What follows belongs to an exercise in optimizing a design on an open flow for small area, a short achievable clock period and few clock cycles per item; a production flow would make more cautious choices. RTL that was checked went through simulation tests only; none was proved equivalent to the original. Power is estimated from default activity; no workload was simulated.

==> inputs of v26 <==
==> flow/design.v (excerpt) <==
module edge_period_tachometer #(
	parameter int CHANNELS      = 2,
	parameter int CAPTURE_BITS  = 16,
	parameter int OVERFLOW_BITS = 8
) (
	input  wire                                 clk,
	input  wire                                 arst_n,
	input  wire                                 psel,
	input  wire                                 penable,
	input  wire                                 pwrite,
	input  wire  [etach_pkg::PADDR_W-1:0]       paddr,
	input  wire  [etach_pkg::PDATA_W-1:0]       pwdata,
	output logic [etach_pkg::PDATA_W-1:0]       prdata,
	output logic                                pready,
	input  wire                                 in_valid,
	output logic                                in_ready,
	input  wire                                 operation,
	input  wire                                 channel,
	input  wire  [CAPTURE_BITS-1:0]             capture,
	output logic                                out_valid,
	input  wire                                 out_ready,
	output logic                                result_channel,
	output logic [etach_pkg::REV_W-1:0]         revolutions,
	output logic [etach_pkg::ELAPSED_W-1:0]     elapsed_ticks,
	output logic                                saturated
);
==> flow/config.mk <==
export PLATFORM = sky130hd
export DESIGN_NAME = edge_period_tachometer
export DESIGN_NICKNAME = edge_period_tachometer
export VERILOG_FILES = /design/flow/design.v
export SDC_FILE = /design/flow/constraint.sdc
export NUM_CORES = 4
export LEC_CHECK = 0
export CAP_MARGIN = 20
export CORE_MARGIN = 2
export CORE_UTILIZATION = 55
export CTS_BUF_LIST = sky130_fd_sc_hd__clkbuf_8
export CTS_CLUSTER_SIZE = 30
export SETUP_SLACK_MARGIN = 4.0
export SLEW_MARGIN = 20
==> flow/constraint.sdc <==
create_clock -name core_clock -period 7.0 [get_ports {clk}]
set_input_delay 1.4000 -clock core_clock [delete_from_list [all_inputs] [get_ports {clk}]]
set_output_delay 1.4000 -clock core_clock [all_outputs]
set_load 0.01 [all_outputs]
standard.sh (not shown) runs the stock make flow with config.mk's settings and CLKGATE_MAP_FILE= SYNTH_SCRIPT=/design/flow/synth_recipe.tcl, a recipe that flattens the netlist after the stock synthesis.
==> flow/flow/run.sh <==
#!/bin/bash
# The standard layout, with plain buffers on the ports instead of the
# delay buffers buffer_ports picks by default.
set -euo pipefail
export BUFFER_PORTS_ARGS="-buffer_cell sky130_fd_sc_hd__buf_1"
bash standard.sh > standard_flow.log 2>&1
==> v33 (differences from v26) <==
--- a/flow/design.v
+++ b/flow/design.v
@@ -176,70 +176,68 @@
 	output logic [etach_pkg::REV_W-1:0]         revolutions,
 	output logic [etach_pkg::ELAPSED_W-1:0]     elapsed_ticks,
 	output logic                                saturated
 );
 	localparam int ACC_W = 26;   
 	localparam int SP_W  = SPAN_W + OVERFLOW_BITS - 1;
-	localparam int MAXD  = RATE_W / 2;   
+	localparam int BL_W  = 5;
+	function automatic logic [BL_W-1:0] bitlen24(input logic [23:0] v);
+		bitlen24 = '0;
+		for (int i = 0; i < 24; i++) begin
+			if (v[i]) bitlen24 = BL_W'(i + 1);
+		end
+	endfunction
 	logic [RATE_W-1:0] rm1;
+	logic [BL_W-1:0]   blr_q;      
 	logic              rnz_q;      
 	logic              rbig_q;     
 	assign rm1 = rate_numerator - 1'b1;
 	always_ff @(posedge clk) begin
+		blr_q  <= bitlen24(24'(rm1));
 		rnz_q  <= (rate_numerator != '0);
 		rbig_q <= (rate_numerator > REV_MAX);
 	end
 	logic                     p_idle_q, p_mul_q, p_rdy_q;
 	logic                     p_ch_q, p_sat_q;
 	logic signed [ACC_W-1:0]  p_acc_q;
 	logic [SP_W-1:0]          p_sp_q;
 	logic [OVERFLOW_BITS-1:0] p_ovf_q;
+	logic [3:0]               p_m_q;
+	logic                     p_zero_q, p_one_q, p_big_q;
 	logic                     p_load;
 	logic                     p_norm;
 	logic                     d_take;
 	logic d_take_c;
 	assign p_take = p_idle_q || (p_rdy_q && d_take_c);
 	assign p_load = f_meas && p_take;
-	assign p_norm = p_mul_q && (p_ovf_q[OVERFLOW_BITS-1:1] == '0);
+	assign p_norm = p_mul_q && (p_ovf_q == '0);
 	assign p_idle_next = !p_load && p_take;
-	logic              n_neg, n_big, n_zero, n_one, n_div;
-	logic [MAXD:1]     n_ge;
-	logic [MAXD:0]     n_hot;
-	logic [21:0]       n_first;
-	logic [3:0]        n_mm1;
+	logic             n_neg, n_big, n_zero, n_one, n_div;
+	logic [BL_W-1:0]  n_blt;
+	logic [BL_W:0]    n_diffbl;
+	logic [3:0]       n_m;
 	always_comb begin
-		n_neg  = p_acc_q[ACC_W-1];
-		n_big  = !n_neg && p_acc_q[ACC_W-2];
-		n_zero = n_neg || (!n_big && (p_acc_q[23:0] == '0));
-		n_one  = !n_neg && !n_big && (p_acc_q[23:0] == 24'd1);
-		n_div  = !n_neg && !n_big && rnz_q && (p_acc_q[23:1] != '0);
-		for (int k = 1; k <= MAXD; k++) begin
-			n_ge[k] = n_div && (p_acc_q[23:0] <= 24'(rm1 >> (2 * (k - 1))));
-		end
-		n_hot[0] = !n_ge[1];
-		for (int k = 1; k < MAXD; k++) begin
-			n_hot[k] = n_ge[k] && !n_ge[k+1];
-		end
-		n_hot[MAXD] = n_ge[MAXD];
-		n_first = '0;
-		n_mm1   = '0;
-		for (int k = 1; k <= MAXD; k++) begin
-			n_first = n_first | ({22{n_hot[k]}} & 22'(rm1 >> (2 * (k - 1))));
-			n_mm1   = n_mm1   | ({4{n_hot[k]}} & 4'(k - 1));
-		end
+		n_neg    = p_acc_q[ACC_W-1];
+		n_big    = !n_neg && (p_acc_q[ACC_W-2:24] != '0);
+		n_zero   = n_neg || (p_acc_q == '0);
+		n_one    = (p_acc_q == ACC_W'(1));
+		n_blt    = bitlen24(p_acc_q[23:0]);
+		n_diffbl = {1'b0, blr_q} - {1'b0, n_blt};
+		n_div    = !n_neg && !n_big && !n_one && rnz_q && !n_diffbl[BL_W] && (p_acc_q[23:0] != '0);
+		n_m      = n_div ? 4'((n_diffbl + 2) >> 1) : 4'd0;
 	end
 	always_ff @(posedge clk or negedge arst_n) begin
 		if (!arst_n) begin
 			p_idle_q <= 1'b1;
 			p_mul_q  <= 1'b0;
 			p_rdy_q  <= 1'b0;
 		end else begin
 			if (p_load) begin
 				p_idle_q <= 1'b0;
-				p_mul_q  <= (m_ovf != '0);
-				p_rdy_q  <= (m_ovf == '0);
+				p_mul_q  <= 1'b1;
+				p_rdy_q  <= 1'b0;
 			end else if (p_rdy_q && d_take) begin
 				p_idle_q <= 1'b1;
 				p_rdy_q  <= 1'b0;
 			end else if (p_norm) begin
 				p_mul_q  <= 1'b0;
 				p_rdy_q  <= 1'b1;
@@ -255,12 +253,16 @@
 			p_ovf_q <= m_ovf;
 		end else begin
 			p_acc_q <= p_acc_q + (p_ovf_q[0] ? ACC_W'(p_sp_q) : ACC_W'(0));
 			p_sp_q  <= p_sp_q << 1;
 			p_ovf_q <= p_ovf_q >> 1;
 		end
+		p_m_q    <= n_m;
+		p_zero_q <= n_zero;
+		p_one_q  <= n_one;
+		p_big_q  <= n_big;
 	end
 	logic              d_idle_q, d_run_q, d_done_q;
 	logic              d_ch_q, d_sat_q;
 	logic [23:0]       d_t_q;
 	logic [21:0]       d_t3_q;
 	logic [RATE_W-1:0] d_rem_q;
@@ -273,20 +275,20 @@
 	logic              d_xfer;
 	logic [RATE_W-1:0] h_rem;
 	logic [RATE_W-1:0] h_qp;
 	logic [1:0]        h_nb;
 	logic [3:0]        h_mm1;
 	logic [23:0]       h_t;
-	assign h_t   = n_zero ? 24'd0 : (n_big ? ELAPSED_MAX : p_acc_q[23:0]);
-	assign h_mm1 = n_mm1;
-	assign h_rem = n_first[21:2];
-	assign h_nb  = n_first[1:0];
+	assign h_t   = p_zero_q ? 24'd0 : (p_big_q ? ELAPSED_MAX : p_acc_q[23:0]);
+	assign h_mm1 = p_m_q - 4'd1;
+	assign h_rem = rm1 >> {p_m_q, 1'b0};
+	assign h_nb  = 2'(rm1 >> {h_mm1, 1'b0});
 	always_comb begin
-		if (n_zero) begin
+		if (p_zero_q) begin
 			h_qp = REV_MAX;
-		end else if (n_one) begin
+		end else if (p_one_q) begin
 			h_qp = rbig_q ? REV_MAX : rate_numerator;
 		end else begin
 			h_qp = RATE_W'(rnz_q);
 		end
 	end
 	logic [22:0] s_sh, s_1, s_2, s_3;
@@ -335,14 +337,14 @@
 			d_run_q     <= 1'b0;
 			d_done_q    <= 1'b0;
 			out_valid_q <= 1'b0;
 		end else begin
 			if (d_load) begin
 				d_idle_q <= 1'b0;
-				d_run_q  <= n_ge[1];
-				d_done_q <= !n_ge[1];
+				d_run_q  <= (p_m_q != 4'd0);
+				d_done_q <= (p_m_q == 4'd0);
 			end else if (d_xfer) begin
 				d_idle_q <= 1'b1;
 				d_run_q  <= 1'b0;
 				d_done_q <= 1'b0;
 			end else if (d_last) begin
 				d_run_q  <= 1'b0;
@@ -355,13 +357,13 @@
 			end
 		end
 	end
 	always_ff @(posedge clk) begin
 		if (d_load) begin
 			d_ch_q  <= p_ch_q;
-			d_sat_q <= p_sat_q || n_big || n_zero || (n_one && rbig_q);
+			d_sat_q <= p_sat_q || p_big_q || p_zero_q || (p_one_q && rbig_q);
 			d_t_q   <= h_t;
 			d_t3_q  <= 22'(p_acc_q[19:0]) + {1'b0, p_acc_q[19:0], 1'b0};
 			d_qp_q  <= h_qp;
 		end else if (d_run_q) begin
 			d_qp_q  <= s_qp;
 		end
==> flow/run.sh (new file) <==
#!/bin/bash
# synth_recipe.tcl (not shown) runs the flow's synth.tcl, then flattens the netlist and writes it again
# the make line also repeats each setting of config.mk as NAME=value (left out here)
make -C /OpenROAD-flow-scripts/flow DESIGN_CONFIG=/design/flow/config.mk WORK_HOME=/design/flow/orfs CLKGATE_MAP_FILE= SYNTH_SCRIPT=/design/flow/synth_recipe.tcl finish
--- a/flow/config.mk
+++ b/flow/config.mk
@@ -4,11 +4,11 @@
 export VERILOG_FILES = /design/flow/design.v
 export SDC_FILE = /design/flow/constraint.sdc
 export NUM_CORES = 4
 export LEC_CHECK = 0
 export CAP_MARGIN = 20
 export CORE_MARGIN = 2
-export CORE_UTILIZATION = 55
+export CORE_UTILIZATION = 40
 export CTS_BUF_LIST = sky130_fd_sc_hd__clkbuf_8
 export CTS_CLUSTER_SIZE = 30
 export SETUP_SLACK_MARGIN = 4.0
 export SLEW_MARGIN = 20
removed: flow/flow/run.sh
removed: flow/standard.sh
==> v31 (differences from v26) <==
--- a/flow/design.v
+++ b/flow/design.v
@@ -176,79 +176,85 @@
 	output logic [etach_pkg::REV_W-1:0]         revolutions,
 	output logic [etach_pkg::ELAPSED_W-1:0]     elapsed_ticks,
 	output logic                                saturated
 );
 	localparam int ACC_W = 26;   
 	localparam int SP_W  = SPAN_W + OVERFLOW_BITS - 1;
-	localparam int MAXD  = RATE_W / 2;   
+	localparam int BL_W  = 5;
+	function automatic logic [BL_W-1:0] bitlen24(input logic [23:0] v);
+		bitlen24 = '0;
+		for (int i = 0; i < 24; i++) begin
+			if (v[i]) bitlen24 = BL_W'(i + 1);
+		end
+	endfunction
 	logic [RATE_W-1:0] rm1;
+	logic [BL_W-1:0]   blr_q;      
 	logic              rnz_q;      
 	logic              rbig_q;     
 	assign rm1 = rate_numerator - 1'b1;
 	always_ff @(posedge clk) begin
+		blr_q  <= bitlen24(24'(rm1));
 		rnz_q  <= (rate_numerator != '0);
 		rbig_q <= (rate_numerator > REV_MAX);
 	end
 	logic                     p_idle_q, p_mul_q, p_rdy_q;
 	logic                     p_ch_q, p_sat_q;
 	logic signed [ACC_W-1:0]  p_acc_q;
 	logic [SP_W-1:0]          p_sp_q;
 	logic [OVERFLOW_BITS-1:0] p_ovf_q;
+	logic                     p_zero, p_one, p_big;       
 	logic                     p_load;
 	logic                     p_norm;
 	logic                     d_take;
-	logic d_take_c;
-	assign p_take = p_idle_q || (p_rdy_q && d_take_c);
+	logic                     d_take_c;
+	logic              q_valid_q;
+	logic              q_ch_q, q_sat_q, q_zero_q, q_one_q;
+	logic [23:0]       q_t_q;
+	logic [BL_W-1:0]   q_blt_q;    
+	logic              q_div_q;    
+	logic [3:0]        q_m;        
+	logic              p_to_q;
+	assign p_take = p_idle_q || (p_rdy_q && (!q_valid_q || d_take_c));
+	assign p_to_q = p_rdy_q && (!q_valid_q || d_take);
 	assign p_load = f_meas && p_take;
 	assign p_norm = p_mul_q && (p_ovf_q[OVERFLOW_BITS-1:1] == '0);
 	assign p_idle_next = !p_load && p_take;
-	logic              n_neg, n_big, n_zero, n_one, n_div;
-	logic [MAXD:1]     n_ge;
-	logic [MAXD:0]     n_hot;
-	logic [21:0]       n_first;
-	logic [3:0]        n_mm1;
+	logic             n_neg, n_big, n_zero, n_one, n_div;
+	logic [BL_W-1:0]  n_blt;
+	logic [BL_W:0]    n_diffbl;
 	always_comb begin
-		n_neg  = p_acc_q[ACC_W-1];
-		n_big  = !n_neg && p_acc_q[ACC_W-2];
-		n_zero = n_neg || (!n_big && (p_acc_q[23:0] == '0));
-		n_one  = !n_neg && !n_big && (p_acc_q[23:0] == 24'd1);
-		n_div  = !n_neg && !n_big && rnz_q && (p_acc_q[23:1] != '0);
-		for (int k = 1; k <= MAXD; k++) begin
-			n_ge[k] = n_div && (p_acc_q[23:0] <= 24'(rm1 >> (2 * (k - 1))));
-		end
-		n_hot[0] = !n_ge[1];
-		for (int k = 1; k < MAXD; k++) begin
-			n_hot[k] = n_ge[k] && !n_ge[k+1];
-		end
-		n_hot[MAXD] = n_ge[MAXD];
-		n_first = '0;
-		n_mm1   = '0;
-		for (int k = 1; k <= MAXD; k++) begin
-			n_first = n_first | ({22{n_hot[k]}} & 22'(rm1 >> (2 * (k - 1))));
-			n_mm1   = n_mm1   | ({4{n_hot[k]}} & 4'(k - 1));
-		end
+		n_neg    = p_acc_q[ACC_W-1];
+		n_big    = !n_neg && (p_acc_q[ACC_W-2:24] != '0);
+		n_zero   = n_neg || (p_acc_q == '0);
+		n_one    = (p_acc_q == ACC_W'(1));
+		n_blt    = bitlen24(p_acc_q[23:0]);
+		n_diffbl = {1'b0, blr_q} - {1'b0, n_blt};
+		n_div    = !n_neg && !n_big && !n_one && rnz_q && !n_diffbl[BL_W] && (p_acc_q[23:0] != '0);
 	end
 	always_ff @(posedge clk or negedge arst_n) begin
 		if (!arst_n) begin
 			p_idle_q <= 1'b1;
 			p_mul_q  <= 1'b0;
 			p_rdy_q  <= 1'b0;
 		end else begin
 			if (p_load) begin
 				p_idle_q <= 1'b0;
 				p_mul_q  <= (m_ovf != '0);
 				p_rdy_q  <= (m_ovf == '0);
-			end else if (p_rdy_q && d_take) begin
+			end else if (p_to_q) begin
 				p_idle_q <= 1'b1;
 				p_rdy_q  <= 1'b0;
 			end else if (p_norm) begin
 				p_mul_q  <= 1'b0;
 				p_rdy_q  <= 1'b1;
 			end
 		end
 	end
+	assign p_zero = n_zero;
+	assign p_one  = n_one;
+	assign p_big  = n_big;
 	always_ff @(posedge clk) begin
 		if (p_load) begin
 			p_ch_q  <= m_channel;
 			p_sat_q <= m_ovf_sat;
 			p_acc_q <= {{(ACC_W-CAPTURE_BITS-1){m_diff[CAPTURE_BITS]}}, m_diff};
 			p_sp_q  <= SP_W'(counter_span);
@@ -273,20 +279,23 @@
 	logic              d_xfer;
 	logic [RATE_W-1:0] h_rem;
 	logic [RATE_W-1:0] h_qp;
 	logic [1:0]        h_nb;
 	logic [3:0]        h_mm1;
 	logic [23:0]       h_t;
-	assign h_t   = n_zero ? 24'd0 : (n_big ? ELAPSED_MAX : p_acc_q[23:0]);
-	assign h_mm1 = n_mm1;
-	assign h_rem = n_first[21:2];
-	assign h_nb  = n_first[1:0];
+	assign h_t   = p_zero ? 24'd0 : (p_big ? ELAPSED_MAX : p_acc_q[23:0]);
+	logic [BL_W:0]     h_diffbl;
+	assign h_diffbl = {1'b0, blr_q} - {1'b0, q_blt_q};
+	assign q_m   = q_div_q ? 4'((h_diffbl + 2) >> 1) : 4'd0;
+	assign h_mm1 = q_m - 4'd1;
+	assign h_rem = rm1 >> {q_m, 1'b0};
+	assign h_nb  = 2'(rm1 >> {h_mm1, 1'b0});
 	always_comb begin
-		if (n_zero) begin
+		if (q_zero_q) begin
 			h_qp = REV_MAX;
-		end else if (n_one) begin
+		end else if (q_one_q) begin
 			h_qp = rbig_q ? REV_MAX : rate_numerator;
 		end else begin
 			h_qp = RATE_W'(rnz_q);
 		end
 	end
 	logic [22:0] s_sh, s_1, s_2, s_3;
@@ -295,54 +304,64 @@
 	logic [RATE_W-1:0] s_q, s_qp;
 	always_comb begin
 		s_sh = {1'b0, d_rem_q, d_nb_q};
 		s_1  = s_sh - {3'b0, d_t_q[19:0]};
 		s_2  = s_sh - {2'b0, d_t_q[19:0], 1'b0};
 		s_3  = s_sh - {1'b0, d_t3_q};
-		if (!s_3[22]) begin
-			s_dig = 2'd3;
-			s_rem = s_3[RATE_W-1:0];
-		end else if (!s_2[22]) begin
-			s_dig = 2'd2;
-			s_rem = s_2[RATE_W-1:0];
-		end else if (!s_1[22]) begin
-			s_dig = 2'd1;
-			s_rem = s_1[RATE_W-1:0];
-		end else begin
-			s_dig = 2'd0;
-			s_rem = s_sh[RATE_W-1:0];
-		end
+		s_rem = !s_2[22] ? (!s_3[22] ? s_3[RATE_W-1:0] : s_2[RATE_W-1:0])
+		                 : (!s_1[22] ? s_1[RATE_W-1:0] : s_sh[RATE_W-1:0]);
+		s_dig = {!s_2[22], !s_3[22] || (!s_1[22] && s_2[22])};
 		s_q  = {d_q_q[RATE_W-3:0], s_dig};
-		s_qp = (s_dig == 2'd3) ? {d_qp_q[RATE_W-3:0], 2'b00}
-		                       : {d_q_q[RATE_W-3:0], s_dig + 2'd1};
+		s_qp = !s_3[22] ? {d_qp_q[RATE_W-3:0], 2'b00}
+		                : {d_q_q[RATE_W-3:0], s_dig + 2'd1};
+	end
+	always_ff @(posedge clk or negedge arst_n) begin
+		if (!arst_n) begin
+			q_valid_q <= 1'b0;
+		end else if (p_to_q) begin
+			q_valid_q <= 1'b1;
+		end else if (d_load) begin
+			q_valid_q <= 1'b0;
+		end
+	end
+	always_ff @(posedge clk) begin
+		if (p_to_q) begin
+			q_ch_q   <= p_ch_q;
+			q_sat_q  <= p_sat_q || p_big || p_zero || (p_one && rbig_q);
+			q_zero_q <= p_zero;
+			q_one_q  <= p_one;
+			q_t_q    <= h_t;
+			q_blt_q  <= n_blt;
+			q_div_q  <= n_div;
+		end
 	end
 	logic              out_valid_q;
 	logic              out_ch_q;
 	logic [REV_W-1:0]  out_rev_q;
 	logic [23:0]       out_el_q;
 	logic              out_sat_q;
 	assign out_free = !out_valid_q || out_ready;
 	assign d_last   = d_run_q && (d_j_q == 4'd0);
 	assign d_xfer   = (d_last || d_done_q) && out_free;
 	assign d_take   = d_idle_q || d_xfer;
 	assign d_take_c = d_idle_q || ((d_last || d_done_q) && !out_valid_q);
 	logic d_load_s;
-	assign d_load_s = p_rdy_q && (d_idle_q || d_last || d_done_q);
+	assign d_load_s = q_valid_q && (d_idle_q || d_last || d_done_q);
 	logic d_load;
-	assign d_load = p_rdy_q && d_take;
+	assign d_load = q_valid_q && d_take;
 	always_ff @(posedge clk or negedge arst_n) begin
 		if (!arst_n) begin
 			d_idle_q    <= 1'b1;
 			d_run_q     <= 1'b0;
 			d_done_q    <= 1'b0;
 			out_valid_q <= 1'b0;
 		end else begin
 			if (d_load) begin
 				d_idle_q <= 1'b0;
-				d_run_q  <= n_ge[1];
-				d_done_q <= !n_ge[1];
+				d_run_q  <= q_div_q;
+				d_done_q <= !q_div_q;
 			end else if (d_xfer) begin
 				d_idle_q <= 1'b1;
 				d_run_q  <= 1'b0;
 				d_done_q <= 1'b0;
 			end else if (d_last) begin
 				d_run_q  <= 1'b0;
@@ -354,16 +373,16 @@
 				out_valid_q <= 1'b0;
 			end
 		end
 	end
 	always_ff @(posedge clk) begin
 		if (d_load) begin
-			d_ch_q  <= p_ch_q;
-			d_sat_q <= p_sat_q || n_big || n_zero || (n_one && rbig_q);
-			d_t_q   <= h_t;
-			d_t3_q  <= 22'(p_acc_q[19:0]) + {1'b0, p_acc_q[19:0], 1'b0};
+			d_ch_q  <= q_ch_q;
+			d_sat_q <= q_sat_q;
+			d_t_q   <= q_t_q;
+			d_t3_q  <= 22'(q_t_q[19:0]) + {1'b0, q_t_q[19:0], 1'b0};
 			d_qp_q  <= h_qp;
 		end else if (d_run_q) begin
 			d_qp_q  <= s_qp;
 		end
 		if (d_load_s) begin
 			d_rem_q <= h_rem;
--- a/flow/config.mk
+++ b/flow/config.mk
@@ -5,10 +5,11 @@
 export SDC_FILE = /design/flow/constraint.sdc
 export NUM_CORES = 4
 export LEC_CHECK = 0
 export CAP_MARGIN = 20
 export CORE_MARGIN = 2
 export CORE_UTILIZATION = 55
-export CTS_BUF_LIST = sky130_fd_sc_hd__clkbuf_8
-export CTS_CLUSTER_SIZE = 30
+export CTS_BUF_LIST = sky130_fd_sc_hd__clkbuf_16
+export CTS_CLUSTER_DIAMETER = 80
+export CTS_CLUSTER_SIZE = 25
 export SETUP_SLACK_MARGIN = 4.0
 export SLEW_MARGIN = 20
==> comparison table <==
item                                                                                v26         v33         v31
Run status                                                     timing/DRC/antenna clean  timing/DRC/antenna clean  timing/DRC/antenna clean
Sequential fraction of design power                                               32.1%       31.3%       45.9%
Share of the final layout cell area in sequential cells                           30.2%       35.1%       40.2%
Mapped cell area                                                             0.0237 mm²  0.0211 mm²  0.0216 mm²
Overall routing resource usage                                                    35.0%       21.2%       25.5%
Power dissipated in sequential cells                                            2.77 mW     2.83 mW     2.96 mW
Worst slack on hold paths                                                      0.433 ns    0.429 ns    0.425 ns
Worst Slack Setup Final                                                         2.30 ns     3.90 ns     3.72 ns
Worst EP required                                                               7.54 ns     7.53 ns     7.45 ns
Average wire length per cell after detail routing                               24.2 µm     18.9 µm     19.0 µm
Share of synthesized cell area in full adder, half adder and majority cells       13.3%       9.50%       8.66%
Net count, final                                                                   3078        2545        2510
Number of buffers and inverters on the critical path                                  3           3           4
Number of sinks handled by clock tree synthesis                                     354         366         393
Number of cells on the critical path                                                 18          14          16
Post-synthesis cell count                                                          2459        2107        2128
Time the final worst path needs with I/O delays and setup                       4.70 ns     3.10 ns     3.28 ns
Num rows                                                                             76          84          72
Placed wire-length estimate after detailed placement                           54300 µm    40300 µm    37100 µm
Max VDD drop                                                                 0.000249 V  0.000193 V  0.000245 V
Count of sequential standard cells                                                  354         366         393
Data-path buffer share of cell area in the final layout                           8.60%       8.67%       6.39%
Die Y                                                                            212 µm      234 µm      202 µm
Horizontal die dimension                                                         212 µm      234 µm      202 µm
Combinational Power Share                                                         47.4%       44.8%       29.5%
Met1 WL                                                                        31600 µm    25100 µm    23300 µm
Testbench counts of v33, summed over its fixed seeds: cycles 39,140, items 8,529.
Testbench counts of v31, summed over its fixed seeds: cycles 34,712, items 8,529.
The RTL of v26 was laid out without a check of its function.

==> separate check: timing with driven ports <==
How much do the figures lean on ideal ports? The routed layouts below were timed once more, with nothing changed but the port constraints.
Step 1, drivers: a clkbuf_16 drives clk and a buf_2 each remaining input, both assumed.
Step 2 also shifts input and output timing later by t, the mid clock arrival at the registers, as if the neighbouring blocks saw the same clock.
a / b / c = ideal ports / drivers / drivers and shift; a / b = the first two.
run | shift t [ns] | setup WS [ns] | hold slack, ns | worst setup path after step 2 | cell pins on the clock port's net
v26 | 0.730 | 2.299 / 2.299 / 2.299 | 0.433 / 0.433 / 0.433 | register to register | 1
v33 | 0.679 | 3.900 / 3.900 / 3.448 | 0.429 / 0.429 / 0.429 | input to register | 1
v31 | 0.612 | 3.717 / 3.717 / 3.528 | 0.425 / 0.425 / 0.425 | input to register | 1
After both steps every run listed still meets setup and hold. The setup slack of v33, which loses most, moves by 0.000 ns with the drivers and by -0.452 ns with both steps.
